From an optimization exercise on the open Yosys and OpenROAD flow, aimed at small area, a short achievable clock period and few clock cycles per item; shortcuts taken in it are not production practice. Function was checked by simulation only, so behaviour that the tests miss may differ from the original. Power and IR drop assume default switching activity.

// mcp_top
module mcp_top
(
    input  logic        clk,
    input  logic        rst,
    input  logic        start_req,
    output logic        start_ack,
    input  logic        host_we,
    input  logic [5:0]  host_addr,
    input  logic [15:0] host_wdata,
    output logic [15:0] host_rdata
);
Size: ~4900 cells after synthesis, roughly 1300 flip-flops, about 43 I/O pins.
Settings: LEC_CHECK=0, ABC_AREA=1, CAP_MARGIN=20, CORE_MARGIN=2, CORE_UTILIZATION=40, CTS_BUF_LIST=sky130_fd_sc_hd__clkbuf_8, PLACE_DENSITY=0.6, SETUP_SLACK_MARGIN=4.85, SLEW_MARGIN=20, TNS_END_PERCENT=15; clock period 8.0 ns.
run.sh (not shown) runs the stock make flow with config.mk's settings and CLKGATE_MAP_FILE= SYNTH_SCRIPT=/design/flow/synth_recipe.tcl, a recipe that flattens the netlist after the stock synthesis.
Testbench counts at the start, summed over its fixed seeds: cycles 832, runs 64.
Then changed:
- SETUP_SLACK_MARGIN: 4.85 -> 4.95
- TNS_END_PERCENT: 15 -> 30
The new run produced a clean layout.
Global-route usage went up by 0.72 points.
Routed wire length went up by 5.0%.
Flip-flop and latch count stays the same.
Then changed:
- CAP_MARGIN: 20 -> 10
- CORE_UTILIZATION: 40 -> 55
- PLACE_DENSITY: 0.6 -> 0.7
- SETUP_SLACK_MARGIN: 4.95 -> 4.6
- SLEW_MARGIN: 20 -> 10
- TNS_END_PERCENT: 30 -> 0
Result:
- design area fell by 5.7%
- utilization rose by 14 points
- worst setup slack loses 0.37 ns
- total power fell by 13%
- sequential share of layout area rose by 3.2 points
- worst hold slack loses 0.012 ns
- die area fell by 27%
- global-route usage rose by 7.4 points
- area after synthesis does not change
Then changed:
- CAP_MARGIN: 10 -> 20
- CORE_UTILIZATION: 55 -> 40
- PLACE_DENSITY: 0.7 -> 0.6
- SETUP_SLACK_MARGIN: 4.6 -> 4.7
- SLEW_MARGIN: 10 -> 20
- TNS_END_PERCENT: 0 -> 20
Outcome: The changed run completed with no timing, DRC or antenna violations; worst setup slack gets better by 0.21 ns; clock skew shrinks by 0.0037 ns; total power grows by roughly a tenth; via count is about the same; global-route usage shrinks by 8.1 points; routed wire length grows by a few percent; synthesized cell count is unchanged; sequential share of layout area shrinks by 1.6 points; utilization shrinks by 16 points.


mcp_top again, from the RTL that the note above started with.
clock: 8.0 ns
lec_check: 0
abc_area: 1
cap_margin: 20
core_margin: 2
core_utilization: 40
cts_buf_list: sky130_fd_sc_hd__clkbuf_8
place_density: 0.6
setup_slack_margin: 4.8
slew_margin: 20
tns_end_percent: 30
The starting point ran to the end with no violations.
Testbench counts at the start, summed over its fixed seeds: cycles 832, runs 64.
==> next run, changes <==
==> flow/flow/run.sh (new file) <==
#!/bin/bash
# The standard layout (standard.sh), with two ORFS settings changed:
#  - the input and output port buffers are buf_4 cells, not the delay-cell
#    buffer that buffer_ports picks on its own;
#  - ADDER_MAP_FILE is empty, so synthesis leaves adders as plain gates for
#    abc instead of mapping them to full/half adder cells.
# make's output goes to flow_make.log here; each tool's log is under orfs/logs.
set -euo pipefail
export BUFFER_PORTS_ARGS="-buffer_cell sky130_fd_sc_hd__buf_4"
bash standard.sh ADDER_MAP_FILE= finish > flow_make.log 2>&1
==> flow/standard.sh (new file) <==
#!/bin/bash
# synth_recipe.tcl (not shown) runs the flow's synth.tcl, then flattens the netlist and writes it again
# the make line also repeats each setting of config.mk as NAME=value (left out here)
make -C /OpenROAD-flow-scripts/flow DESIGN_CONFIG=/design/flow/config.mk WORK_HOME=/design/flow/orfs CLKGATE_MAP_FILE= SYNTH_SCRIPT=/design/flow/synth_recipe.tcl "${@:-finish}"
--- a/flow/config.mk
+++ b/flow/config.mk
@@ -10,7 +10,7 @@
 export CORE_MARGIN = 2
-export CORE_UTILIZATION = 40
+export CORE_UTILIZATION = 55
 export CTS_BUF_LIST = sky130_fd_sc_hd__clkbuf_8
-export PLACE_DENSITY = 0.6
-export SETUP_SLACK_MARGIN = 4.8
+export PLACE_DENSITY = 0.7
+export SETUP_SLACK_MARGIN = 4.6
 export SLEW_MARGIN = 20
-export TNS_END_PERCENT = 30
+export TNS_END_PERCENT = 5
removed: flow/run.sh
Fmax decreases by a few percent; wire length fell slightly; power is lower by a quarter to a third; hold slack barely changes; non-clock buffer count came out lower by 115; utilization increases by 15 points.
==> next run, changes <==
==> flow/run.sh (new file) <==
#!/bin/bash
# synth_recipe.tcl (not shown) runs the flow's synth.tcl, then flattens the netlist and writes it again
# the make line also repeats each setting of config.mk as NAME=value (left out here)
make -C /OpenROAD-flow-scripts/flow DESIGN_CONFIG=/design/flow/config.mk WORK_HOME=/design/flow/orfs CLKGATE_MAP_FILE= SYNTH_SCRIPT=/design/flow/synth_recipe.tcl finish
removed: flow/flow/run.sh
removed: flow/standard.sh
Clock-buffer cell count went down by 1.
Maximum frequency rose slightly.
Global-route usage decreases by 1.2 points.
Total power grows by about a fifth.
Worst setup slack improved by 34 ps.
Routed wire length falls by a few percent.
Cell area went down slightly.
Clock power goes down by a few percent.
Hold slack degrades by 52 ps.
==> next run, changes <==
==> flow/config.mk (replaced) <==
export PLATFORM = sky130hd
export DESIGN_NAME = mcp_top
export DESIGN_NICKNAME = mcp_top
export VERILOG_FILES = /design/flow/design.v
export SDC_FILE = /design/flow/constraint.sdc
export NUM_CORES = 4
export LEC_CHECK = 0
export ABC_CLOCK_PERIOD_IN_PS = 3000
export CAP_MARGIN = 20
export CORE_MARGIN = 2
export CORE_UTILIZATION = 40
export CTS_BUF_LIST = sky130_fd_sc_hd__clkbuf_8
export PLACE_DENSITY = 0.6
export SETUP_SLACK_MARGIN = 4.7
export SLEW_MARGIN = 20
export TNS_END_PERCENT = 20
Design area climbs by 5.0%.
Die area climbs by about 40%.
Core utilization drops by 15 points.
Clock power climbs by 5.9%.
Area after synthesis climbs by about 1.8%.
Worst hold slack improved by 53 ps.
Global-route usage drops by 5.5 points.
Count of clock-buffer cells in the layout climbs by 15.
Worst setup slack improved by 120 ps.
Power drops by about 4%.
Final cell count drops by 3.7%.
==> next run, changes <==
==> flow/flow/run.sh (new file) <==
#!/bin/bash
# The standard layout (standard.sh, unchanged synthesis), except that the
# input and output port buffers are buf_4 cells instead of the delay-cell
# buffer that buffer_ports picks on its own.
# make's output goes to flow_make.log here; each tool's log is under orfs/logs.
set -euo pipefail
export BUFFER_PORTS_ARGS="-buffer_cell sky130_fd_sc_hd__buf_4"
bash standard.sh finish > flow_make.log 2>&1
==> flow/standard.sh (new file) <==
#!/bin/bash
# synth_recipe.tcl (not shown) runs the flow's synth.tcl, then flattens the netlist and writes it again
# the make line also repeats each setting of config.mk as NAME=value (left out here)
make -C /OpenROAD-flow-scripts/flow DESIGN_CONFIG=/design/flow/config.mk WORK_HOME=/design/flow/orfs CLKGATE_MAP_FILE= SYNTH_SCRIPT=/design/flow/synth_recipe.tcl "${@:-finish}"
==> flow/config.mk (replaced) <==
export PLATFORM = sky130hd
export DESIGN_NAME = mcp_top
export DESIGN_NICKNAME = mcp_top
export VERILOG_FILES = /design/flow/design.v
export SDC_FILE = /design/flow/constraint.sdc
export NUM_CORES = 4
export LEC_CHECK = 0
export ABC_AREA = 1
export CAP_MARGIN = 20
export CORE_MARGIN = 2
export CORE_UTILIZATION = 55
export CTS_BUF_LIST = sky130_fd_sc_hd__clkbuf_8
export PLACE_DENSITY = 0.7
export SETUP_SLACK_MARGIN = 4.6
export SLEW_MARGIN = 20
export TNS_END_PERCENT = 5
removed: flow/run.sh
=> Setup slack degrades by 64 ps; count of clock-buffer cells in the layout came out lower by 8; cell area goes down by about 4.5%; hold slack degrades by 36 ps; power goes up by 8.0%; synthesized cell count goes up by 19%; die area decreases by about 28%; via count grows by 1.3%.

==> static timing again, ports no longer ideal <==
Ports are ideal in the flow. The routed layouts listed here were re-timed in OpenROAD.
Step 1 assumes that a clkbuf_16 drives the clock port and a buf_2 every other input.
Step 2 also shifts input and output timing later by t, the mid clock arrival at the registers, as if the neighbouring blocks saw the same clock.
a / b / c = ideal ports / drivers / drivers and shift; a / b = the first two.
| run | shift t [ns] | slack for setup (ns) | hold slack, ns | worst slew at a driven data input, ns |
|---|---|---|---|---|
| the first run of note 1 | 1.007 | 4.487 / 4.465 / 3.488 | 0.511 / 0.511 / 0.511 | 0.16 |
| the second run of note 1 | 1.016 | 4.616 / 4.616 / 3.822 | 0.538 / 0.538 / 0.538 | 0.18 |
| the third run of note 1 | 0.956 | 4.246 / 4.204 / 3.248 | 0.526 / 0.526 / 0.526 | 0.10 |
| the fourth run of note 1 | 1.025 | 4.459 / 4.380 / 3.439 | 0.500 / 0.500 / 0.500 | 0.22 |
| the first run of note 2 | 0.996 | 4.503 / 4.514 / 3.518 | 0.529 / 0.529 / 0.529 | 0.13 |
| the second run of note 2 | 0.960 | 4.344 / 4.289 / 3.329 | 0.528 / 0.528 / 0.528 | 0.12 |
| the third run of note 2 | 0.950 | 4.378 / 4.366 / 3.416 | 0.476 / 0.476 / 0.476 | 0.09 |
| the fourth run of note 2 | 1.015 | 4.493 / 4.275 / 3.260 | 0.529 / 0.529 / 0.529 | 0.41 |
| the fifth run of note 2 | 0.948 | 4.429 / 4.467 / 3.520 | 0.493 / 0.493 / 0.493 | 0.06 |
After both steps every run listed still meets setup and hold. For the fourth run of note 2, which loses most, drivers alone change the setup slack by -0.218 ns; drivers and shift together by -1.233 ns.
